This design comes from an exercise in tuning for small area on the open sky130 flow, not from production work.
The RTL was checked by simulation tests, not by an equivalence proof against the original design.
No driver is modelled on the clock port, so clocking that relies on it looks cheaper here than on a real chip.
No activity file was given, so power comes from the tool's default toggle rates.

File: flow/flow/abc.script
strash
&get -n
&dch -f
&nf -R 1000 -p
&put
strash
&get -n
&dch -f
&nf -R 1000 -p
&put
File: flow/config.mk
export PLATFORM = sky130hd
export DESIGN_NAME = cpu_top
export DESIGN_NICKNAME = cpu_top
export VERILOG_FILES = /design/flow/design.v
export SDC_FILE = /design/flow/constraint.sdc
export NUM_CORES = 4
export LEC_CHECK = 0
export CAP_MARGIN = 20
export CORE_MARGIN = 2
export CORE_UTILIZATION = 65
export SLEW_MARGIN = 20
File: flow/constraint.sdc
create_clock -name core_clock -period 10.0 [get_ports {clk}]
set_input_delay 2.0000 -clock core_clock [delete_from_list [all_inputs] [get_ports {clk}]]
set_output_delay 2.0000 -clock core_clock [all_outputs]
set_load 0.01 [all_outputs]
File: flow/standard.sh
#!/bin/bash
# synth_recipe.tcl (not shown) runs the flow's synth.tcl, then flattens the netlist and writes it again
# the make line also repeats each setting of config.mk as NAME=value (left out here)
make -C /OpenROAD-flow-scripts/flow DESIGN_CONFIG=/design/flow/config.mk WORK_HOME=/design/flow/orfs CLKGATE_MAP_FILE= SYNTH_SCRIPT=/design/flow/synth_recipe.tcl "${@:-finish}"
File: flow/design.v
`timescale 1ns/1ps
package cpu_pkg;
    localparam int XLEN = 16;
endpackage
`timescale 1ns/1ps
`timescale 1ns/1ps
`timescale 1ns/1ps
`timescale 1ns/1ps
`timescale 1ns/1ps
`timescale 1ns/1ps
`timescale 1ns/1ps
module cpu_top (
    input  logic        clk,
    input  logic        rst,
    input  logic [15:0] instr_in,
    input  logic [15:0] pmem_data_in,
    output logic [15:0] pc,
    output logic [15:0] pmem_data_out,
    output logic [15:0] pmem_addr_out,
    output logic        pmem_write
);
    logic [4:0]  cnt;
    logic        clr;       
    logic [15:0] rf [8];
    logic [15:0] pcr;
    logic [15:1] ar;
    logic [15:1] dr;
    logic [3:0]  sreg;
    logic        cy;
    logic        zf;
    always_ff @(posedge clk or posedge rst) begin
        if (rst) begin
            cnt <= '0;
            clr <= 1'b1;
        end else begin
            cnt <= cnt + 5'd1;
            if (cnt == 5'd31) clr <= 1'b0;
        end
    end
    wire       w2 = cnt[4];
    wire [3:0] t  = cnt[3:0];
    wire       c15 = !w2 && (t == 4'd15);
    wire [1:0] cls  = instr_in[15:14];
    wire       form = instr_in[13];
    wire [2:0] op   = instr_in[12:10];
    wire [2:0] dst  = instr_in[9:7];
    wire [2:0] rs1  = instr_in[6:4];
    wire [2:0] rs2  = instr_in[3:1];
    wire [3:0] imm  = instr_in[3:0];
    wire is_alu   = (cls == 2'b01);
    wire is_jump  = (cls == 2'b10);
    wire is_load  = (cls == 2'b00) && (op == 3'd0);
    wire is_store = (cls == 2'b00) && (op == 3'd1);
    wire use_imm  = form || is_store;
    wire is_sub   = is_alu && ((op == 3'd1) || (op == 3'd7));
    wire is_shl   = is_alu && (op == 3'd5);
    wire is_shr   = is_alu && (op == 3'd6);
    wire [2:0] rs2sel = is_store ? dst : rs2;
    wire rd1 = rf[rs1][0];
    wire rd2 = rf[rs2sel][0];
    logic immbit;
    always_comb begin
        case (t)
            4'd0:    immbit = imm[0];
            4'd1:    immbit = imm[1];
            4'd2:    immbit = imm[2];
            default: immbit = imm[3];
        endcase
    end
    wire b = use_imm ? immbit : rd2;
    wire sel_alu = !w2 && (t != 4'd15);
    wire bx   = b ^ is_sub;
    wire cin  = (t == 4'd0) ? is_sub : cy;
    wire sum  = rd1 ^ bx ^ cin;
    wire cout = (rd1 & bx) | (cin & (rd1 ^ bx));
    wire lt   = (rd1 ^ b) ? rd1 : sum;
    wire nz_prev = (t != 4'd0) && zf;
    wire nz_now  = nz_prev || (is_jump ? rd1 : b);
    always_ff @(posedge clk) begin
        if (!w2 && (t < 4'd4)) sreg <= {b ^ (is_shl && nz_prev), sreg[3:1]};
    end
    wire [3:0]  k   = sreg;
    wire [15:0] drx = {dr, rd1};
    wire        tap = drx[k];
    wire dr_in = w2 ? (is_shl && rd1) : (!is_shl && (is_shr ? rd1 : rd2));
    wire cap   = is_load && w2 && (t == 4'd0);
    always_ff @(posedge clk) begin
        if (cap) dr <= pmem_data_in[15:1];
        else     dr <= {dr_in, dr[15:2]};
    end
    logic res1;
    always_comb begin
        case (op)
            3'd2:    res1 = rd1 & b;
            3'd3:    res1 = rd1 | b;
            3'd4:    res1 = rd1 ^ b;
            default: res1 = sum;
        endcase
    end
    wire late  = op[2] && (op[1] || op[0]);
    wire ldbit = (t == 4'd0) ? pmem_data_in[0] : dr[1];
    wire res2  = (op == 3'd7) ? ((t == 4'd0) && zf) : tap;
    wire wd    = w2 ? (is_load ? ldbit : res2) : res1;
    wire we    = w2 ? (is_load || (is_alu && late)) : (is_alu && !late);
    always_ff @(posedge clk) begin
        for (int i = 0; i < 8; i++) begin
            rf[i] <= {(clr || (we && (dst == 3'(i)))) ? (wd && !clr) : rf[i][0], rf[i][15:1]};
        end
    end
    wire zero_now = !nz_now;
    logic cond;
    always_comb begin
        case (op)
            3'd1:    cond = 1'b1;
            3'd2:    cond = zero_now;
            3'd3:    cond = !zero_now;
            3'd4:    cond = rd1;
            default: cond = 1'b0;
        endcase
    end
    wire take_live = is_jump && cond;
    always_ff @(posedge clk) begin
        if (!w2) zf <= (t == 4'd15) ? (is_alu ? lt : take_live) : nz_now;
    end
    wire take = is_jump && (c15 ? cond : zf);
    wire [15:0] pcrot = {pcr[0], pcr[15:1]};
    wire        pcbit = pcrot[t];
    logic nimm;
    always_comb begin
        case (t)
            4'd15:   nimm = imm[0];
            4'd0:    nimm = imm[1];
            4'd1:    nimm = imm[2];
            default: nimm = imm[3];
        endcase
    end
    wire addend = take && form && nimm;
    wire ncin   = c15 ? !take : cy;
    wire nsum   = pcbit ^ addend ^ ncin;
    wire ncout  = (pcbit & addend) | (ncin & (pcbit ^ addend));
    wire npc_bit = !clr && ((take && !form) ? dr[1] : nsum);
    always_ff @(posedge clk) cy <= sel_alu ? cout : ncout;
    wire ar_in = sel_alu ? sum : npc_bit;
    always_ff @(posedge clk) begin
        ar <= {ar_in, ar[15:2]};
        if (cnt == 5'd30) pcr <= {npc_bit, ar};
    end
    assign pc            = pcr;
    assign pmem_addr_out = {sum, ar};
    assign pmem_data_out = {rd2, dr};
    assign pmem_write    = !clr && c15 && is_store;
endmodule
File: flow/flow/cts_hook.tcl
# Clock tree built here instead of by TritonCTS (sourced as PRE_CTS_TCL).
# Two levels: clk -> one root buffer -> NCL leaf buffers -> the flip-flops.
# The flip-flops are split into NCL clusters of equal size (k-means with a
# size cap), each leaf buffer sits at the centre of its cluster. The tree
# tried are all leaf counts and leaf cells below; the one with the least
# buffer area whose estimated clock-pin slew is under the target is kept.
# TritonCTS is then told to skip these nets.
set cts_leaf_cells {sky130_fd_sc_hd__clkbuf_4 sky130_fd_sc_hd__clkbuf_8}
set cts_root_cell sky130_fd_sc_hd__clkbuf_8
set cts_slew_target 0.105
set cts_db [ord::get_db]
set cts_block [ord::get_db_block]
set cts_clk [$cts_block findNet clk]
set cts_sinks [$cts_clk getITerms]
set cts_xs {}; set cts_ys {}
foreach it $cts_sinks {
  set b [[$it getInst] getBBox]
  lappend cts_xs [expr {([$b xMin]+[$b xMax])/2.0}]
  lappend cts_ys [expr {([$b yMin]+[$b yMax])/2.0}]
}
set cts_n [llength $cts_sinks]

proc cts_cluster {ncl} {
  global cts_xs cts_ys cts_n
  set n $cts_n
  set order [lsort -real -indices $cts_xs]
  set cx {}; set cy {}
  for {set k 0} {$k < $ncl} {incr k} {
    set i [lindex $order [expr {int(($k+0.5)*$n/$ncl)}]]
    lappend cx [lindex $cts_xs $i]; lappend cy [lindex $cts_ys $i]
  }
  set cap [expr {int(ceil(double($n)/$ncl))}]
  for {set iter 0} {$iter < 30} {incr iter} {
    set pairs {}
    for {set i 0} {$i < $n} {incr i} {
      for {set k 0} {$k < $ncl} {incr k} {
        set d [expr {abs([lindex $cts_xs $i]-[lindex $cx $k])+abs([lindex $cts_ys $i]-[lindex $cy $k])}]
        lappend pairs [list $d $i $k]
      }
    }
    set pairs [lsort -real -index 0 $pairs]
    set asg {}; set sc {}
    for {set i 0} {$i < $n} {incr i} {lappend asg -1}
    for {set k 0} {$k < $ncl} {incr k} {lappend sc 0}
    foreach p $pairs {
      lassign $p d i k
      if {[lindex $asg $i] >= 0 || [lindex $sc $k] >= $cap} continue
      lset asg $i $k; lset sc $k [expr {[lindex $sc $k]+1}]
    }
    set sx {}; set sy {}
    for {set k 0} {$k < $ncl} {incr k} {lappend sx 0.0; lappend sy 0.0}
    for {set i 0} {$i < $n} {incr i} {
      set k [lindex $asg $i]
      lset sx $k [expr {[lindex $sx $k]+[lindex $cts_xs $i]}]
      lset sy $k [expr {[lindex $sy $k]+[lindex $cts_ys $i]}]
    }
    for {set k 0} {$k < $ncl} {incr k} {
      if {[lindex $sc $k] > 0} {
        lset cx $k [expr {[lindex $sx $k]/[lindex $sc $k]}]
        lset cy $k [expr {[lindex $sy $k]/[lindex $sc $k]}]
      }
    }
  }
  return [list $asg $cx $cy]
}

proc cts_build {ncl leaf} {
  global cts_db cts_block cts_clk cts_sinks cts_n cts_root_cell
  lassign [cts_cluster $ncl] asg cx cy
  set lm [$cts_db findMaster $leaf]
  set rm [$cts_db findMaster $cts_root_cell]
  set rx 0.0; set ry 0.0
  for {set k 0} {$k < $ncl} {incr k} {
    set rx [expr {$rx+[lindex $cx $k]/$ncl}]; set ry [expr {$ry+[lindex $cy $k]/$ncl}]
  }
  set root [odb::dbInst_create $cts_block $rm clktree_root]
  $root setLocation [expr {int($rx)}] [expr {int($ry)}]
  $root setPlacementStatus PLACED
  set trunk [odb::dbNet_create $cts_block clktree_trunk]
  $trunk setSigType CLOCK
  [$root findITerm A] connect $cts_clk
  [$root findITerm X] connect $trunk
  set insts [list $root]; set nets [list $trunk]
  for {set k 0} {$k < $ncl} {incr k} {
    set inst [odb::dbInst_create $cts_block $lm clktree_leaf_$k]
    $inst setLocation [expr {int([lindex $cx $k])}] [expr {int([lindex $cy $k])}]
    $inst setPlacementStatus PLACED
    set net [odb::dbNet_create $cts_block clktree_net_$k]
    $net setSigType CLOCK
    [$inst findITerm A] connect $trunk
    [$inst findITerm X] connect $net
    lappend insts $inst; lappend nets $net
  }
  for {set i 0} {$i < $cts_n} {incr i} {
    set it [lindex $cts_sinks $i]
    $it disconnect
    $it connect [lindex $nets [expr {[lindex $asg $i]+1}]]
  }
  return [list $insts $nets]
}

proc cts_undo {built} {
  global cts_clk cts_sinks
  lassign $built insts nets
  foreach it $cts_sinks { $it disconnect; $it connect $cts_clk }
  foreach inst $insts { odb::dbInst_destroy $inst }
  foreach net $nets { odb::dbNet_destroy $net }
}

proc cts_max_slew {} {
  estimate_parasitics -placement
  set m 0.0
  foreach p [get_pins -hierarchical */CLK] {
    set s [get_property $p slew_max]
    if {$s > $m} {set m $s}
  }
  return $m
}

set_propagated_clock [all_clocks]
set cts_best {}
foreach leaf $cts_leaf_cells {
  set la [[$cts_db findMaster $leaf] getArea]
  for {set ncl 6} {$ncl <= 24} {incr ncl} {
    set area [expr {$ncl*$la}]
    if {$cts_best ne {} && $area >= [lindex $cts_best 0]} continue
    set built [cts_build $ncl $leaf]
    set s [cts_max_slew]
    cts_undo $built
    puts "clock tree trial: $ncl x $leaf, max clock-pin slew [format %.4f $s]"
    if {$s <= $cts_slew_target} { set cts_best [list $area $ncl $leaf]; break }
  }
}
if {$cts_best eq {}} { set cts_best [list 0 24 sky130_fd_sc_hd__clkbuf_8] }
lassign $cts_best area ncl leaf
puts "clock tree: root $cts_root_cell, $ncl x $leaf"
set built [cts_build $ncl $leaf]
puts "clock tree: max clock-pin slew [format %.4f [cts_max_slew]]"
unset_propagated_clock [all_clocks]
set cts_skip [list clk]
foreach net [lindex $built 1] { lappend cts_skip [$net getName] }
set_cts_config -skip_nets $cts_skip
File: flow/flow/run.sh
#!/bin/bash
# The standard layout (standard.sh) with these changes:
#  - ABC maps all the logic, full adders included (no ADDER_MAP_FILE), with
#    the area-oriented script flow/abc.script (in a copy of ORFS's scripts
#    folder where only the two ABC scripts are replaced)
#  - port buffers are plain buf_1 cells
#  - the clock tree is built by flow/cts_hook.tcl (run as PRE_CTS_TCL): one
#    root buffer and equal clusters of flip-flops, each under a leaf buffer;
#    TritonCTS skips those nets
# Every tool's output is in standard.log and in orfs/logs.
set -e
rm -rf scripts
cp -r "$FLOW_HOME/scripts" scripts
cp flow/abc.script scripts/abc_speed.script
cp flow/abc.script scripts/abc_area.script
export SCRIPTS_DIR="$PWD/scripts"
export ADDER_MAP_FILE=
export BUFFER_PORTS_ARGS="-buffer_cell sky130_fd_sc_hd__buf_1"
export PRE_CTS_TCL="$PWD/flow/cts_hook.tcl"
export CTS_ARGS="-repair_clock_nets -buf_list sky130_fd_sc_hd__clkbuf_8 -root_buf sky130_fd_sc_hd__clkbuf_8 -dont_use_dummy_load"
bash standard.sh > standard.log 2>&1
==> impl_metrics.tcl, run 1 <==
set metrics [dict create \
    ys_seq_elements 186 \
    syn_inst 378 \
    avgSynthCellArea_um2 14.0 \
    synth_ff_type "dfxtp_1" \
    ys_seq_area_share_pct 75.0 \
    num_rows 32 \
    ys_types 40 \
    haltStage "clock tree synthesis" \
    fp.dieW_um 94.2 \
    error "Error: cts.tcl, 6 can't read \"cts_n\": no such variable" \
    synthAdderAreaFrac_pct 0.189 \
    synth_xor_area_share_pct 1.33 \
    yosys_warnings 2 \
    synth_top_area_share_pct 60.2 \
    yosysTopAreaCell "dfxtp_1" \
    async_flop_share_pct 3.23 \
    io_pins 83 \
    muxShareOfSynthArea_pct 7.10 \
    start_util_pct 67.7 \
    synth-edff-count 21 \
    status "stopped before the end" \
    synth_top_family_by_area "compound AO/OA/AOI/OAI gates" \
    synthTopCellsByArea "dfxtp_1, edfxtp_1, mux2_1" \
    syn_nets 412 \
    netlist_area_um2 5280 \
    yosys.area_share.simple_pct 6.51 \
    port_buffers 82 \
    dp_hpwl_um 6820 \
    place_area_um2 5710 \
    fp.dieH_um 94.2 \
    synth-compound-area-share_pct 9.05 \
    gp_congestion 0.875 \
]
synthesized netlist by cell type (all sizes together), types with 6 or more instances:
master	number
a21oi	21
a22oi	11
a31oi	7
clkinv	7
dfxtp	159
edfxtp	21
mux2	16
mux2i	6
mux4	6
nand2	21
nand3	10
nor2	16
nor2b	6
o21ai	15
o31ai	8
xnor2	6
power by group through the flow:
stage | clock (W) | sequential [W] | combinational, W
floorplan | 0 | 0.000804 | 0.0000207
global placement | 0 | 0.000800 | 0.0000450
detailed placement | 0 | 0.000801 | 0.0000458
worst max-delay path by stage:
stage | to | slack (ns) | cells past startpoint
2_1_floorplan | pmem_addr_out[15] | 3.13 | 11
3_3_place_gp | pmem_addr_out[15] | 2.63 | 12
3_5_place_dp | pmem_addr_out[15] | 2.48 | 12
stage by stage:
| step | setup WS [ns] | hold WS [ns] | instances | total power, W |
|---|---|---|---|---|
| global placement | 2.63 | 0.311 | 561 | 0.000845 |
| detailed placement | 2.48 | 0.312 | 561 | 0.000847 |
| floorplan | 3.13 | 0.310 | 378 | 0.000824 |
cells by family after synthesis:
logic type	after synthesis
buffers and inverters	9
DFF	186
AOI/OAI and AO/OA	76
muxes	28
adders and majority gates	1
and+or+nand+nor	70
xor gates and xnor gates	8
==> run 2, diff against run 1 <==
--- a/flow/flow/cts_hook.tcl
+++ b/flow/flow/cts_hook.tcl
@@ -1,2 +1,4 @@
+# Runs at global level: ORFS sources this file from inside a proc.
+uplevel #0 {
 # Clock tree built here instead of by TritonCTS (sourced as PRE_CTS_TCL).
 # Two levels: clk -> one root buffer -> NCL leaf buffers -> the flip-flops.
@@ -141,2 +143,3 @@
 foreach net [lindex $built 1] { lappend cts_skip [$net getName] }
 set_cts_config -skip_nets $cts_skip
+}
==> run 2 against run 1 <==
  * The run now finishes clean
  * Synthesized cell count unchanged
  * Synthesized area unchanged
==> impl_metrics.tcl, run 2 <==
set metrics [dict create \
    fin_crit_sh_pct 75.3 \
    gp_congestion 0.875 \
    reg_top3 "rf: 128 flops, pcr: 16 flops" \
    fin_area_um2 5870 \
    yosys.area_share.simple_pct 6.51 \
    avgSynthCellArea_um2 14.0 \
    ys_seq_elements 186 \
    setup_viol 0 \
    io_pins 83 \
    rr_worst_depth 17 \
    gr-total-overflow 0 \
    clkTransAtPathRegs_ns 0.09 \
    cts_resized 0 \
    dp_hpwl_um 6820 \
    whs_path_depth 0 \
    async_flop_share_pct 3.23 \
    area_delta_synth_final_pct 11.2 \
    finalSetupTns_ns 0 \
    ys_types 40 \
    slew_violations 0 \
    min_path_type "flip-flop to flip-flop" \
    startpoint_type "input pin" \
    num_rows 32 \
    synthTopCellsByArea "dfxtp_1, edfxtp_1, mux2_1" \
    critPathKind "input pin to output port" \
    max_slew.worst_pin.slew_ns 1.08 \
    synth_common_cells "dfxtp_1, a21oi_1, edfxtp_1, nand2_1" \
    synth-edff-count 21 \
    dr.pass1.iters 5 \
    fp.dieH_um 94.2 \
    netlist_area_um2 5280 \
    fp.dieW_um 94.2 \
    ctsHoldBuffers 0 \
    vias_per_cell 5.56 \
    p_leak_nw 2.21 \
    rsz0062_at_grt "no" \
    routedWlPerCell_um 16.6 \
    synth-compound-area-share_pct 9.05 \
    synth_top_family_by_area "compound AO/OA/AOI/OAI gates" \
    grt_pass1_vias 3143 \
    required_ns 8.00 \
    synth_ff_type "dfxtp_1" \
    fmax_mhz 133 \
    core_area_um2 7810 \
    port_buffers 82 \
    p_per_area_nw_per_um2 192 \
    ys_seq_area_share_pct 75.0 \
    status "timing/DRC/antenna clean" \
    wl_um 9660 \
    grt_max_degree 20 \
    synthMostInstantiatedCell "dfxtp_1" \
    hold_viol_final 0 \
    cp_max_fo 10 \
    fin_crit_ns 7.53 \
    r2r_start "cnt[1]" \
    drive_above_1_share_pct 6.05 \
    worst_slack_ns 2.47 \
    vias 3230 \
    synth_xor_area_share_pct 1.33 \
    syn_nets 412 \
    yosys_warnings 2 \
    largest_reg_flops 128 \
    post_cts_buffers 0 \
    r2r-end "ar[15]" \
    syn_inst 378 \
    final_cell_mix "dfxtp_1, buf_1, nand2_1, a21oi_1, edfxtp_1" \
    muxShareOfSynthArea_pct 7.10 \
    place_area_um2 5710 \
    grt_pass1_wl_um 15400 \
    start_util_pct 67.7 \
    ant_nets 0 \
    antenna_cells 0 \
    fillers 512 \
    clk_latency_ns 0.43 \
    reg2reg_slack_ns 5.85 \
    yosysTopAreaCell "dfxtp_1" \
    layout.nets 515 \
    route.detailed.drc 0 \
    antenna_found_initial 0 \
    maxCapViolCount 0 \
    max_slew_margin_pct 26.9 \
    grtUsageTotal_pct 21.9 \
    finClkSkew_ns 0.0139 \
    drt_iter0_drc 89 \
    peakVddDrop_mv 0.151 \
    cp_data_arrival_time_ns 5.53 \
    synth_top_area_share_pct 60.2 \
    layout_commonest_cell "dfxtp_1" \
    registers.top_by_ff_count "rf" \
    synthAdderAreaFrac_pct 0.189 \
    hold_end "rf[2][11]" \
    cp-end-kind "output port" \
    min_from "rf[2][12]" \
    dieArea_um2 8870 \
    pre_cts_ws_ns 2.48 \
]
## run 2: report_power, final
group | switching, W | leakage, nW | internal [W]
combinational | 0.0000277 | 0.562 | 0.0000184
clock | 0.000198 | 0.0946 | 0.0000970
sequential | 0.0000106 | 1.55 | 0.000774
## run 2: through the flow
stage | util (%) | total power [W] | hold slack, ns | cells
final | 75.2 | 0.00113 | 0.329 | 581
after global routing | 75.2 | 0.00117 | 0.337 | 581
after CTS | 75.2 | 0.00107 | 0.312 | 581
after detailed placement | 73.2 | 0.000847 | 0.312 | 561
after global placement | 73.2 | 0.000845 | 0.311 | 561
after floorplan | - | 0.000824 | 0.310 | 378
## run 2: how the worst max path moves through the flow
stage / start / end / slack (ns) / depth (start not counted)
after floorplan: instr_in[11] / pmem_addr_out[15] / 3.13 / 11
after global placement: instr_in[11] / pmem_addr_out[15] / 2.63 / 12
after CTS: instr_in[11] / pmem_addr_out[15] / 2.48 / 12
after detailed placement: instr_in[11] / pmem_addr_out[15] / 2.48 / 12
final: instr_in[11] / pmem_addr_out[15] / 2.47 / 12
after global routing: instr_in[11] / pmem_addr_out[15] / 2.12 / 12
## run 2: final cells by class
| type | instances | area [µm²] | area share [%] |
|---|---|---|---|
| well taps | 102 | 128 | 2.17 |
| inverters | 7 | 26.3 | 0.447 |
| multi-input cells | 183 | 1280 | 21.9 |
| flip-flops and latches | 186 | 3970 | 67.5 |
| plain buffers | 20 | 156 | 2.66 |
| repair buffers | 83 | 315 | 5.37 |
## run 2: critical path, stage by stage
cell and delay (ns):
buf_1 0.18, nor2_1 0.14, nand2_1 0.09, or3_1 0.47, mux2i_1 0.41, mux4_2 0.55, a22o_1 0.27, a31oi_1 0.49
xnor2_1 0.22, xor2_1 0.19, xnor2_1 0.31, buf_1 0.21
## run 2: kinds of logic (layout without fill, tap and decap cells)
| group | count (synthesis) | in the layout |
|---|---|---|
| muxes | 28 | 28 |
| AOI/OAI and AO/OA | 76 | 76 |
| xor gates and xnor gates | 8 | 8 |
| buffers and inverters | 9 | 110 |
| and+or+nand+nor | 70 | 70 |
| adders and majority gates | 1 | 1 |
| DFF | 186 | 186 |
## run 2: routing by layer
metal | GRT usage, % | wire length [µm]
met4 | 4.59 | 199
met1 | 30.4 | 4210
met3 | 4.25 | 714
met2 | 36.2 | 4530
met5 | 0 | 0
==> run 3, diff against run 2 <==
==> flow/flow/abc.script (replaced) <==
strash
&get -n
&dch -f
&nf -R 1000 -p
&put
strash
&get -n
&dc2
&put
strash
&get -n
&dch -f
&nf -R 1000 -p
&put
==> run 3 against run 2 <==
  * Still clean
  * Final area is 0.34% lower
  * Critical path depth is 2 higher
  * Sequential power about the same
  * Die area shrank 0.24%
  * Largest cell class unchanged
  * Largest power group unchanged
==> impl_metrics.tcl, run 3 <==
set metrics [dict create \
    power.internal_w 0.000891 \
    synth-edff-count 21 \
    power_switching_w 0.000232 \
    finalSetupTns_ns 0 \
    cts_resized 0 \
    antenna_found_initial 0 \
    netlist_area_um2 5270 \
    layout.nets 517 \
    fin_crit_sh_pct 73.2 \
    route.detailed.drc 0 \
    ys_types 44 \
    grtUsageTotal_pct 20.9 \
    reg2reg_slack_ns 6.21 \
    yosysTopAreaCell "dfxtp_1" \
    fp.dieW_um 94.0 \
    max_slew_margin_pct 40.4 \
    total_power_w 0.00112 \
    ys_seq_area_share_pct 75.2 \
    hold_end "rf[3][3]" \
    grt_pass1_wl_um 14700 \
    dp_cells 562 \
    power_frac_comb_pct 4.0 \
    port_buffers 82 \
    rsz0062_at_grt "no" \
    rr_worst_depth 16 \
    cpMaxStageDelayCell "mux4_2" \
    final_cell_mix "dfxtp_1, buf_1, nor2_1" \
    dp_hpwl_um 6660 \
    synth_top_area_share_pct 60.4 \
    layout_commonest_cell "dfxtp_1" \
    grt_max_degree 21 \
    synth_ff_type "dfxtp_1" \
    fillers 485 \
    synthTopCellsByArea "dfxtp_1, edfxtp_1, mux2_1" \
    wl_met1_um 3950 \
    fin_area_um2 5850 \
    finClkSkew_ns 0.0279 \
    drive_above_1_share_pct 5.61 \
    cp_num_buf_inv 2 \
    gr-total-overflow 0 \
    antenna_cells 0 \
    core_area_um2 7810 \
    r2r-end "ar[15]" \
    grt_pass1_vias 3017 \
    crit_family "simple AND/OR/NAND/NOR gates" \
    maxCapViolCount 0 \
    place_area_um2 5690 \
    route.met2.wl_um 4370 \
    io_pins 83 \
    path_cells "buf_1, nand2b_1, nor2_1, nand2_1, mux2i_1, mux4_2, nand2_1, o31ai_1, a21oi_1, xnor2_1, nand2_1, nor2b_1, xnor2_1, buf_1" \
    gp_congestion 0.929 \
    yosys_warnings 2 \
    critPathKind "input pin to output port" \
    cp_max_fo 8 \
    ctsHoldBuffers 0 \
    max_slew.worst_pin.slew_ns 0.886 \
    avgSynthCellArea_um2 13.9 \
    p_sw_share_pct 20.6 \
    fin_crit_ns 7.32 \
    fp.dieH_um 94.0 \
    syn_nets 414 \
    dr.pass1.iters 4 \
    critPathMaxStageDelay_ns 0.55 \
    cpMostUsedCell "nand2_1" \
    setup_viol 0 \
    drt_iter0_drc 147 \
    ys_seq_elements 186 \
    reg_top3 "rf: 128 flops, pcr: 16 flops" \
    area_delta_synth_final_pct 11.1 \
    registers.top_by_ff_count "rf" \
    async_flop_share_pct 3.23 \
    post_cts_buffers 0 \
    p_leak_nw 2.23 \
    startpoint_type "input pin" \
    dieArea_um2 8840 \
    required_ns 8.00 \
    syn_inst 380 \
    r2r_start "cnt[3]" \
    dr.max_layer_used "met4" \
    vias 3199 \
    ant_nets 0 \
    status "timing/DRC/antenna clean" \
    start_util_pct 67.5 \
    p_clk_share_pct 26.4 \
    layout.cells.non_filler 583 \
    routedWlPerCell_um 15.7 \
    whs_path_depth 0 \
    hold_viol_final 0 \
    cp_data_arrival_time_ns 5.32 \
    peakVddDrop_mv 0.136 \
    wl_um 9180 \
    p_per_area_nw_per_um2 192 \
    min_from "rf[3][4]" \
    slew_violations 0 \
    synthMostInstantiatedCell "dfxtp_1" \
    hold_ws_ns 0.297 \
    min_path_type "flip-flop to flip-flop" \
    p_seq_share_pct 69.6 \
    fmax_mhz 137 \
    synth_common_cells "dfxtp_1, nor2_1, mux2_1, nand2_1" \
    dr_wl_met3_um 655 \
    largest_reg_flops 128 \
    cp-end-kind "output port" \
    clk_latency_ns 0.43 \
    clkTransAtPathRegs_ns 0.09 \
    num_rows 32 \
    vias_per_cell 5.49 \
]
==> run 3: cell count changes after synthesis, moves of 3 or more <==
cell,change
mux2i_1,-3
nor2_1,+9
a22oi_1,-8
a222oi_1,+3
o31ai_1,-6
nand3_1,-3
mux2_1,+7
nor3b_1,+3
o21ai_0,-3
==> run 3: kinds of logic after synthesis <==
group	Yosys count	share of synthesized area (%)
simple gates	82	7.41
buf+inv	10	0.855
mux	31	7.62
compound gates	64	7.72
xor+xnor	7	1.16
flops	186	75.2
==> run 3: power groups by stage <==
stage | Sequential (W) | Combinational, W | Clock, W
after floorplan | 0.000802 | 0.0000194 | 0
after global placement | 0.000798 | 0.0000431 | 0
after detailed placement | 0.000799 | 0.0000449 | 0
after CTS | 0.000799 | 0.0000451 | 0.000231
after global routing | 0.000784 | 0.0000495 | 0.000332
final | 0.000782 | 0.0000451 | 0.000296
==> run 3: worst max-delay path by stage <==
stage | start | end | slack (ns) | cells past startpoint
floorplan | instr_in[11] | pmem_addr_out[15] | 3.41 | 13
global placement | instr_in[11] | pmem_addr_out[15] | 3.00 | 14
detailed placement | instr_in[11] | pmem_addr_out[15] | 2.74 | 14
CTS | instr_in[11] | pmem_addr_out[15] | 2.72 | 14
global route | instr_in[10] | pmem_addr_out[15] | 2.39 | 14
finish | instr_in[11] | pmem_addr_out[15] | 2.68 | 14
==> run 3: stage by stage <==
step                      utilization, %  setup slack, ns
final                               75.0             2.68
after floorplan                        -             3.41
after detailed placement            72.9             2.74
after CTS                           75.0             2.72
after global routing                75.0             2.39
after global placement              72.9             3.00
==> run 3: final cells by class <==
cell class / count / area (µm²) / area share [%]
inverters: 8 / 30.0 / 0.513
repair buffers: 82 / 308 / 5.26
plain buffers: 21 / 164 / 2.80
well taps: 102 / 128 / 2.18
multi-input cells: 184 / 1260 / 21.5
flip-flops and latches: 186 / 3970 / 67.7
==> run 3: metal layers <==
metal | track usage, % | vias up
met5 | 0 | -
met3 | 3.13 | 21
met4 | 6.76 | 0
met1 | 28.8 | 1513
li1 | - | 1543
met2 | 34.3 | 122
==> run 4, diff against run 3 <==
==> flow/flow/abc.script (replaced) <==
strash
&get -n
&dch -f
&nf -R 1000 -p
&put
strash
&get -n
&dch -f
&nf -R 1000 -p
&put
--- a/flow/config.mk
+++ b/flow/config.mk
@@ -8,4 +8,5 @@
 export CAP_MARGIN = 20
 export CORE_MARGIN = 2
-export CORE_UTILIZATION = 65
+export CORE_UTILIZATION = 80
+export PLACE_DENSITY = 0.85
 export SLEW_MARGIN = 20
==> run 4 against run 3 <==
  * Synthesized cell count is 0.53% lower
  * Setup slack got worse by 0.69 ns
  * Routed wire length is 49% higher
  * Sequential power rose by 0.5%
  * Synthesized area up 0.26%
  * Global-route usage up 16 points
  * Final cell count down 4.1%
  * Combinational power up 14%
  * Clock skew down 0.00061 ns
  * Critical endpoint unchanged
==> impl_metrics.tcl, run 4 <==
set metrics [dict create \
    registers.top_by_ff_count "rf" \
    grtUsageTotal_pct 37.3 \
    ys_types 40 \
    finalSetupTns_ns 0 \
    async_flop_share_pct 3.23 \
    antenna_found_initial 0 \
    power_frac_comb_pct 4.5 \
    avgSynthCellArea_um2 14.0 \
    gp_congestion 0.876 \
    port_buffers 82 \
    dp_cells 538 \
    cp_max_fo 10 \
    ys_seq_area_share_pct 75.0 \
    fin_crit_ns 8.01 \
    min_from "rf[1][9]" \
    hold_viol_final 0 \
    r2r_start "cnt[1]" \
    core_area_um2 6390 \
    ys_seq_elements 186 \
    max_slew.worst_pin.slew_ns 0.931 \
    synth_common_cells "dfxtp_1, a21oi_1, edfxtp_1, nand2_1" \
    reg2reg_slack_ns 5.28 \
    route.detailed.drc 0 \
    cp_data_arrival_time_ns 6.01 \
    power.internal_w 0.000893 \
    syn_nets 412 \
    fin_crit_sh_pct 80.1 \
    area_delta_synth_final_pct 10.9 \
    required_ns 8.00 \
    routedWlPerCell_um 24.4 \
    layout_commonest_cell "dfxtp_1" \
    min_path_type "flip-flop to flip-flop" \
    final_cell_mix "dfxtp_1, buf_1, nand2_1, a21oi_1, edfxtp_1" \
    synth_ff_type "dfxtp_1" \
    p_per_area_nw_per_um2 196 \
    synthMostInstantiatedCell "dfxtp_1" \
    vias 3751 \
    synth-edff-count 21 \
    fmax_mhz 125 \
    total_power_w 0.00115 \
    drive_above_1_share_pct 6.43 \
    yosysTopAreaCell "dfxtp_1" \
    start_util_pct 82.7 \
    startpoint_type "input pin" \
    grt_max_degree 21 \
    max_slew_margin_pct 37.0 \
    finClkSkew_ns 0.0272 \
    wl_um 13700 \
    vias_per_cell 6.71 \
    largest_reg_flops 128 \
    cp-startpoint "instr_in[11]" \
    setup_viol 0 \
    io_pins 83 \
    dp_hpwl_um 8530 \
    fp.dieH_um 85.3 \
    clk_latency_ns 0.46 \
    maxCapViolCount 0 \
    gr-total-overflow 0 \
    fp.dieW_um 85.3 \
    power_switching_w 0.000254 \
    grt_pass1_wl_um 20500 \
    p_clk_share_pct 27.0 \
    netlist_area_um2 5280 \
    layout.nets 518 \
    cts_resized 0 \
    cp-end-kind "output port" \
    yosys_warnings 2 \
    wl_met1_um 4570 \
    hold_ws_ns 0.316 \
    clkTransAtPathRegs_ns 0.11 \
    synth_top_area_share_pct 60.2 \
    status "timing/DRC/antenna clean" \
    dieArea_um2 7270 \
    layout.cells.non_filler 559 \
    ctsHoldBuffers 0 \
    route.met2.wl_um 6670 \
    p_sw_share_pct 22.1 \
    num_rows 29 \
    dr.pass1.iters 6 \
    antenna_cells 0 \
    dr_wl_met3_um 1420 \
    post_cts_buffers 0 \
    ant_nets 0 \
    reg_top3 "rf: 128 flops, pcr: 16 flops" \
    synthTopCellsByArea "dfxtp_1, edfxtp_1, mux2_1" \
    p_leak_nw 2.22 \
    dr.max_layer_used "met4" \
    syn_inst 378 \
    peakVddDrop_mv 0.223 \
    rsz0062_at_grt "no" \
    p_seq_share_pct 68.5 \
    grt_pass1_vias 3776 \
    drt_iter0_drc 464 \
    critPathKind "input pin to output port" \
    slew_violations 0 \
]
-- run 4: cell count changes after synthesis, sizes merged, moves of 3 or more --
cell,before,now
nor2,25,16
a22oi,3,11
mux2,23,16
o31ai,2,8
a222oi,3,0
mux2i,3,6
nand3,7,10
nor3b,3,0
o21ai,12,15
-- run 4: cells by family after synthesis --
family	count (synthesis)	synth area share [%]
flip-flops	186	75.0
adder cells (fa/ha/maj)	1	0.189
multiplexers	28	7.10
XOR/XNOR	8	1.33
buffers and inverters	9	0.781
AND/OR/NAND/NOR	70	6.51
AO/OA/AOI/OAI	76	9.05
-- run 4: cell type report --
type | instances | area [µm²]
repair buffers | 85 | 330
flip-flops and latches | 186 | 3970
inverters | 7 | 26.3
well taps | 77 | 96.3
plain buffers | 21 | 164
fillers | 222 | 527
multi-input cells | 183 | 1280
-- run 4: worst max-delay path, cell delays in order --
cell,delay (ns)
buf_1,0.18
nor2_1,0.14
nand2_1,0.09
or3_1,0.50
mux2i_1,0.55
mux4_2,0.63
a22o_1,0.30
a31oi_1,0.56
xnor2_1,0.27
xor2_1,0.21
xnor2_1,0.36
buf_1,0.22
-- run 4: per-stage QoR --
step | instance area [µm²] | util (%) | setup slack [ns]
2_1_floorplan | 5280 | - | 3.13
3_3_place_gp | 5700 | 89.2 | 2.65
3_5_place_dp | 5700 | 89.2 | 2.31
4_1_cts | 5860 | 91.8 | 2.16
5_1_grt | 5860 | 91.8 | 1.87
6_report | 5860 | 91.8 | 1.99
-- run 4: final timing paths --
kind | end | depth (start not counted)
setup / recovery | pmem_addr_out[15] | 12
min in group asynchronous | cnt[2] | 2
setup reg to reg | ar[15] | 17
hold reg to reg | rf[1][8] | 0
max in group asynchronous | clr | 2
hold / removal | rf[1][8] | 0
-- run 4: power groups by stage --
| stage | combinational (W) | clock (W) | sequential [W] |
|---|---|---|---|
| after CTS | 0.0000501 | 0.000232 | 0.000803 |
| after global placement | 0.0000447 | 0 | 0.000799 |
| after global routing | 0.0000538 | 0.000338 | 0.000788 |
| after floorplan | 0.0000207 | 0 | 0.000804 |
| final | 0.0000515 | 0.000310 | 0.000786 |
| after detailed placement | 0.0000480 | 0 | 0.000802 |
-- run 4: layer usage --
metal	vias up	global-route usage (%)
li1	1554	-
met1	1764	43.8
met2	337	65.3
met3	96	6.52
met4	0	20.1
met5	-	0
==> run 5, diff against run 4 <==
--- a/flow/config.mk
+++ b/flow/config.mk
@@ -8,5 +8,5 @@
 export CAP_MARGIN = 20
 export CORE_MARGIN = 2
-export CORE_UTILIZATION = 80
-export PLACE_DENSITY = 0.85
+export CORE_UTILIZATION = 70
+export PLACE_DENSITY = 0.75
 export SLEW_MARGIN = 20
==> run 5 against run 4 <==
  * Routed wire length shrank 28%
  * Global-route usage shrank 14 points
  * Sequential power is essentially flat
  * Still clean on timing, DRC and antenna
  * Combinational power shrank 9.5%
  * Via count shrank 12%
  * Utilization shrank 11 points
==> impl_metrics.tcl, run 5 <==
set metrics [dict create \
    finalSetupTns_ns 0 \
    port_buffers 82 \
    hold_ws_ns 0.321 \
    fin_crit_ns 7.59 \
    gr-total-overflow 0 \
    core_area_um2 7290 \
    fp.dieW_um 90.9 \
    p_leak_nw 2.21 \
    clk_latency_ns 0.44 \
    wl_um 9800 \
    utilization_pct 80.6 \
    vias 3294 \
    path_cells "buf_1, nor2_1, nand2_1, or3_1, mux2i_1, mux4_2, a22o_1, a31oi_1, xnor2_1, xor2_1, xnor2_1, buf_1" \
    setup_viol 0 \
    synthAdderAreaFrac_pct 0.189 \
    synth-compound-area-share_pct 9.05 \
    multi_input_area_um2 1280 \
    yosys_warnings 2 \
    total_power_w 0.00113 \
    ys_seq_elements 186 \
    finClkSkew_ns 0.0233 \
    yosys.area_share.simple_pct 6.51 \
    hold_viol_final 0 \
    registers.top_by_ff_count "rf" \
    ctsHoldBuffers 0 \
    use_met1_pct 32.2 \
    synth_xor_area_share_pct 1.33 \
    async_flop_share_pct 3.23 \
    syn_nets 412 \
    drt_iter0_drc 262 \
    drive_above_1_share_pct 6.25 \
    fp.dieH_um 90.9 \
    layout_commonest_cell "dfxtp_1" \
    cp-end-kind "output port" \
    cp_data_arrival_time_ns 5.59 \
    ys_seq_area_share_pct 75.0 \
    io_pins 83 \
    seq_area_um2 3970 \
    largest_reg_flops 128 \
    slew_violations 0 \
    cpMaxStageDelayCell "mux4_2" \
    antenna_cells 0 \
    area_delta_synth_final_pct 11.2 \
    muxShareOfSynthArea_pct 7.10 \
    syn_inst 378 \
    num_rows 31 \
    synth_top_area_share_pct 60.2 \
    clkTransAtPathRegs_ns 0.09 \
    synth-edff-count 21 \
    reg_top3 "rf: 128 flops, pcr: 16 flops" \
    ys_types 40 \
    netlist_area_um2 5280 \
    fmax_mhz 132 \
    min_path_type "flip-flop to flip-flop" \
    peakVddDrop_mv 0.151 \
    cp_max_fo 10 \
    fin_crit_sh_pct 75.9 \
    dr.pass1.iters 5 \
    grt_pass1_wl_um 16000 \
    p_per_area_nw_per_um2 192 \
    worst_slack_ns 2.41 \
    grt_max_degree 21 \
    routedWlPerCell_um 16.9 \
    use_met3_pct 4.09 \
    dieArea_um2 8260 \
    pre_cts_ws_ns 2.47 \
    yosysTopAreaCell "dfxtp_1" \
    grtUsageTotal_pct 23.8 \
    ant_nets 0 \
    antenna_found_initial 0 \
    start_util_pct 72.5 \
    synthTopCellsByArea "dfxtp_1, edfxtp_1, mux2_1" \
    rsz0062_at_grt "no" \
    avgSynthCellArea_um2 14.0 \
    maxCapViolCount 0 \
    fillers 432 \
    gp_congestion 0.852 \
    synth_top_family_by_area "compound AO/OA/AOI/OAI gates" \
    synth_ff_type "dfxtp_1" \
    required_ns 8.00 \
    critPathKind "input pin to output port" \
    top_usage_layer "met2" \
    critPathMaxStageDelay_ns 0.55 \
    route.detailed.drc 0 \
    met2_usage_pct 40.3 \
    startpoint_type "input pin" \
    vias_per_cell 5.69 \
    rr_worst_depth 17 \
    layout.nets 516 \
    max_slew.worst_pin.slew_ns 1.01 \
    post_cts_buffers 0 \
    whs_path_depth 0 \
    status "timing/DRC/antenna clean" \
    dp_hpwl_um 6820 \
    final_cell_mix "dfxtp_1, buf_1, nand2_1, a21oi_1, edfxtp_1" \
    synthMostInstantiatedCell "dfxtp_1" \
    grt_pass1_vias 3287 \
    max_slew_margin_pct 31.7 \
    synth_common_cells "dfxtp_1, a21oi_1, edfxtp_1, nand2_1" \
    cts_resized 0 \
]
run 5: worst paths after layout:
path | slack, ns | from | endpoint
worst max-delay path | 2.41 | instr_in[11] | pmem_addr_out[15]
min in group asynchronous | 1.41 | rst | cnt[3]
max in group asynchronous | 8.35 | rst | clr
worst min-delay path | 0.32 | rf[3][10] | rf[3][9]
worst min register to register | 0.32 | rf[3][10] | rf[3][9]
worst max register to register | 5.79 | cnt[1] | ar[15]
run 5: through the flow:
stage	cells	area (µm²)
floorplan	378	5280
global placement	558	5710
detailed placement	558	5710
CTS	579	5870
global route	579	5880
finish	579	5880
run 5: cell families after synthesis:
logic type / count (synthesis)
AO/OA/AOI/OAI: 76
flip-flops: 186
adder cells (fa/ha/maj): 1
multiplexers: 28
XOR/XNOR: 8
buffers and inverters: 9
AND/OR/NAND/NOR: 70
run 5: routing by layer:
metal | vias to the layer above | part of all wire, %
li1 | 1557 | -
met1 | 1557 | 43
met2 | 156 | 48
met3 | 24 | 7.1
met4 | 0 | 2.0
met5 | - | 0
run 5: layout make-up:
| type | count | area share [%] |
|---|---|---|
| timing repair buffer | 83 | 5.36 |
| tap | 99 | 2.11 |
| inverter | 7 | 0.447 |
| multi-input combinational | 183 | 21.8 |
| sequential | 186 | 67.5 |
| buffer | 21 | 2.79 |
run 5: report_power, final:
group	internal (W)	switching (W)	total, W
registers	0.000774	0.0000104	0.000784
logic	0.0000184	0.0000282	0.0000466
clock network	0.000101	0.000199	0.000300
total	0.000893	0.000237	0.00113
run 5: critical path: cells and delay by family:
| kind | cells | cell delay (ns) |
|---|---|---|
| multiplexers | 2 | 0.95 |
| AO/OA/AOI/OAI | 2 | 0.77 |
| XOR/XNOR | 3 | 0.77 |
| AND/OR/NAND/NOR | 3 | 0.70 |
| buffers and inverters | 2 | 0.39 |
==> run 6, diff against run 5 <==
==> flow/flow/abc.script (replaced) <==
strash
&get -n
&dch -f
&nf -R 1000 -p
&put
strash
&get -n
&dc2
&put
strash
&get -n
&dch -f
&nf -R 1000 -p
&put
--- a/flow/flow/cts_hook.tcl
+++ b/flow/flow/cts_hook.tcl
@@ -9,5 +9,5 @@
 # TritonCTS is then told to skip these nets.
 set cts_leaf_cells {sky130_fd_sc_hd__clkbuf_4 sky130_fd_sc_hd__clkbuf_8}
-set cts_root_cell sky130_fd_sc_hd__clkbuf_8
+set cts_root_cell sky130_fd_sc_hd__clkbuf_4
 set cts_slew_target 0.105
 set cts_db [ord::get_db]
--- a/flow/config.mk
+++ b/flow/config.mk
@@ -8,5 +8,4 @@
 export CAP_MARGIN = 20
 export CORE_MARGIN = 2
-export CORE_UTILIZATION = 70
-export PLACE_DENSITY = 0.75
+export CORE_UTILIZATION = 65
 export SLEW_MARGIN = 20
==> run 6 against run 5 <==
  * Still clean
  * Sequential share of layout area up 0.26 points
  * Routed wire length down 5.6%
  * Register-to-register slack better by 0.41 ns
  * Worst hold slack worse by 0.012 ns
  * Fmax up 3.6%
  * Flip-flop and latch count unchanged
  * Sequential power about the same
  * Die area up 7.1%
  * Combinational power down 3%
  * Critical endpoint unchanged
  * Largest cell class unchanged
==> impl_metrics.tcl, run 6 <==
set metrics [dict create \
    finClkSkew_ns 0.0254 \
    synth-edff-count 21 \
    synth_common_cells "dfxtp_1, nor2_1, mux2_1, nand2_1" \
    p_seq_share_pct 69.5 \
    critPathMaxStageDelay_ns 0.55 \
    synth_ff_type "dfxtp_1" \
    dp_hpwl_um 6660 \
    cp_num_buf_inv 2 \
    drt_iter0_drc 218 \
    cp_data_arrival_time_ns 5.32 \
    hold_viol_final 0 \
    setup_viol 0 \
    cpMostUsedCell "nand2_1" \
    cpMaxStageDelayCell "mux4_2" \
    required_ns 8.00 \
    rsz0062_at_grt "no" \
    reg_top3 "rf: 128 flops, pcr: 16 flops" \
    finalSetupTns_ns 0 \
    core_area_um2 7810 \
    async_flop_share_pct 3.23 \
    slew_violations 0 \
    registers.top_by_ff_count "rf" \
    max_slew.worst_pin.slew_ns 0.880 \
    syn_inst 380 \
    p_per_area_nw_per_um2 192 \
    ys_types 44 \
    routedWlPerCell_um 15.8 \
    cts_resized 0 \
    max_slew_margin_pct 40.8 \
    critPathKind "input pin to output port" \
    peakVddDrop_mv 0.136 \
    power_frac_comb_pct 4.0 \
    dieArea_um2 8840 \
    power_switching_w 0.000235 \
    start_util_pct 67.5 \
    gp_congestion 0.929 \
    layout_commonest_cell "dfxtp_1" \
    layout.nets 518 \
    area_delta_synth_final_pct 11.1 \
    clkTransAtPathRegs_ns 0.11 \
    grt_pass1_wl_um 14800 \
    ant_nets 0 \
    synth_top_area_share_pct 60.4 \
    dr.pass1.iters 5 \
    path_cells "buf_1, nand2b_1, nor2_1, nand2_1, mux2i_1, mux4_2, nand2_1, o31ai_1, a21oi_1, xnor2_1, nand2_1, nor2b_1, xnor2_1, buf_1" \
    fillers 487 \
    io_pins 83 \
    cp_max_fo 8 \
    p_leak_nw 2.24 \
    final_cell_mix "dfxtp_1, buf_1, nor2_1" \
    largest_reg_flops 128 \
    maxCapViolCount 0 \
    crit_family "simple AND/OR/NAND/NOR gates" \
    fmax_mhz 137 \
    synthMostInstantiatedCell "dfxtp_1" \
    min_path_type "flip-flop to flip-flop" \
    fp.dieH_um 94.0 \
    fp.dieW_um 94.0 \
    vias_per_cell 5.51 \
    fin_crit_ns 7.32 \
    route.detailed.drc 0 \
    clk_latency_ns 0.57 \
    power.internal_w 0.000890 \
    post_cts_buffers 0 \
    yosysTopAreaCell "dfxtp_1" \
    yosys_warnings 2 \
    port_buffers 82 \
    ys_seq_elements 186 \
    avgSynthCellArea_um2 13.9 \
    vias 3218 \
    cp-end-kind "output port" \
    wl_um 9260 \
    grt_pass1_vias 3044 \
    synthTopCellsByArea "dfxtp_1, edfxtp_1, mux2_1" \
    utilization_pct 75.0 \
    gr-total-overflow 0 \
    netlist_area_um2 5270 \
    ys_seq_area_share_pct 75.2 \
    p_clk_share_pct 26.5 \
    p_sw_share_pct 20.9 \
    grt_max_degree 22 \
    ctsHoldBuffers 0 \
    startpoint_type "input pin" \
    antenna_cells 0 \
    fin_crit_sh_pct 73.2 \
    status "timing/DRC/antenna clean" \
    syn_nets 414 \
    antenna_found_initial 0 \
    drive_above_1_share_pct 5.81 \
    num_rows 32 \
    grtUsageTotal_pct 21.0 \
]
==> run 6: cell types whose count changed after synthesis, sizes merged, moves of 3 or more <==
| cell | before | now |
|---|---|---|
| a222oi | 0 | 3 |
| mux2 | 16 | 23 |
| nand3 | 10 | 7 |
| a22oi | 11 | 3 |
| nor2 | 16 | 25 |
| o21ai | 15 | 12 |
| mux2i | 6 | 3 |
| nor3b | 0 | 3 |
| o31ai | 8 | 2 |
==> run 6: cell families after synthesis <==
logic type / Yosys count / share of synthesized area (%)
DFF: 186 / 75.2
AOI/OAI and AO/OA: 64 / 7.72
muxes: 31 / 7.62
and+or+nand+nor: 82 / 7.41
xor gates and xnor gates: 7 / 1.16
buffers and inverters: 10 / 0.855
==> run 6: metrics by stage <==
stage | cell area [µm²] | cells | power [W] | hold slack [ns] | setup WS (ns)
global placement | 5690 | 562 | 0.000841 | 0.310 | 3.00
detailed placement | 5690 | 562 | 0.000844 | 0.312 | 2.74
global route | 5860 | 584 | 0.00117 | 0.329 | 2.39
floorplan | 5270 | 380 | 0.000821 | 0.310 | 3.41
CTS | 5860 | 584 | 0.00108 | 0.312 | 2.72
finish | 5860 | 584 | 0.00112 | 0.309 | 2.68
==> run 6: final cells by class <==
| cell class | count | area [µm²] | area share [%] |
|---|---|---|---|
| plain buffers | 22 | 165 | 2.82 |
| inverters | 8 | 30.0 | 0.513 |
| well taps | 102 | 128 | 2.18 |
| multi-input cells | 184 | 1260 | 21.5 |
| flip-flops and latches | 186 | 3970 | 67.7 |
| repair buffers | 82 | 308 | 5.26 |
==> run 6: layer usage <==
metal	vias up	GRT usage (%)	part of all wire (%)
met5	-	0	0
met1	1529	29.2	43
met4	0	6.40	1.9
met2	127	34.4	48
li1	1545	-	-
met3	17	3.37	7.3
==> run 6: path summary, 6_finish.rpt <==
check,depth (start not counted),slack [ns],startpoint,endpoint
setup reg to reg,11,6.20,cnt[3],rf[6][15]
max in group asynchronous,2,8.51,rst,clr
hold / removal,0,0.31,rf[4][1],rf[4][0]
setup / recovery,14,2.68,instr_in[11],pmem_addr_out[15]
hold reg to reg,0,0.31,rf[4][1],rf[4][0]
min in group asynchronous,2,1.26,rst,cnt[2]
==> run 6: power groups by stage <==
| stage | Clock, W | Sequential (W) | Combinational, W |
|---|---|---|---|
| final | 0.000298 | 0.000782 | 0.0000452 |
| after floorplan | 0 | 0.000802 | 0.0000194 |
| after detailed placement | 0 | 0.000799 | 0.0000449 |
| after CTS | 0.000233 | 0.000799 | 0.0000451 |
| after global routing | 0.000336 | 0.000784 | 0.0000495 |
| after global placement | 0 | 0.000798 | 0.0000431 |

## separate check: timing with driven ports
The results above use ideal ports. As a check the final layouts listed here were re-extracted and re-timed, cells and wires unchanged. Step 1, drivers: a clkbuf_16 drives clk and a buf_2 each remaining input, both assumed. Step 2 moves the port delays by t, midway between the first and last clock arrival at a register: inputs arrive t later, outputs are due t later. That takes back most of the time a late clock gives input paths. a / b / c = ideal / step 1 / step 2; a / b = the first two.
| run | t (ns) | setup WS [ns] | worst setup path at the end | latest minus earliest clock arrival (ns) | slew at the worst register clock pin (ns) |
|---|---|---|---|---|---|
| run 2 | 0.458 | 2.466 / 2.444 / 2.444 | input to output | 0.014 / 0.014 | 0.10 / 0.10 |
| run 3 | 0.451 | 2.680 / 2.648 / 2.648 | input to output | 0.032 / 0.031 | 0.10 / 0.10 |
| run 4 | 0.486 | 1.991 / 1.968 / 1.968 | input to output | 0.027 / 0.028 | 0.11 / 0.11 |
| run 5 | 0.460 | 2.414 / 2.392 / 2.392 | input to output | 0.023 / 0.024 | 0.10 / 0.10 |
| run 6 | 0.587 | 2.675 / 2.644 / 2.644 | input to output | 0.026 / 0.027 | 0.11 / 0.11 |
After both steps every run listed still meets setup and hold. The setup slack of run 3, which loses most, moves by -0.032 ns with the drivers and by -0.032 ns with both steps.
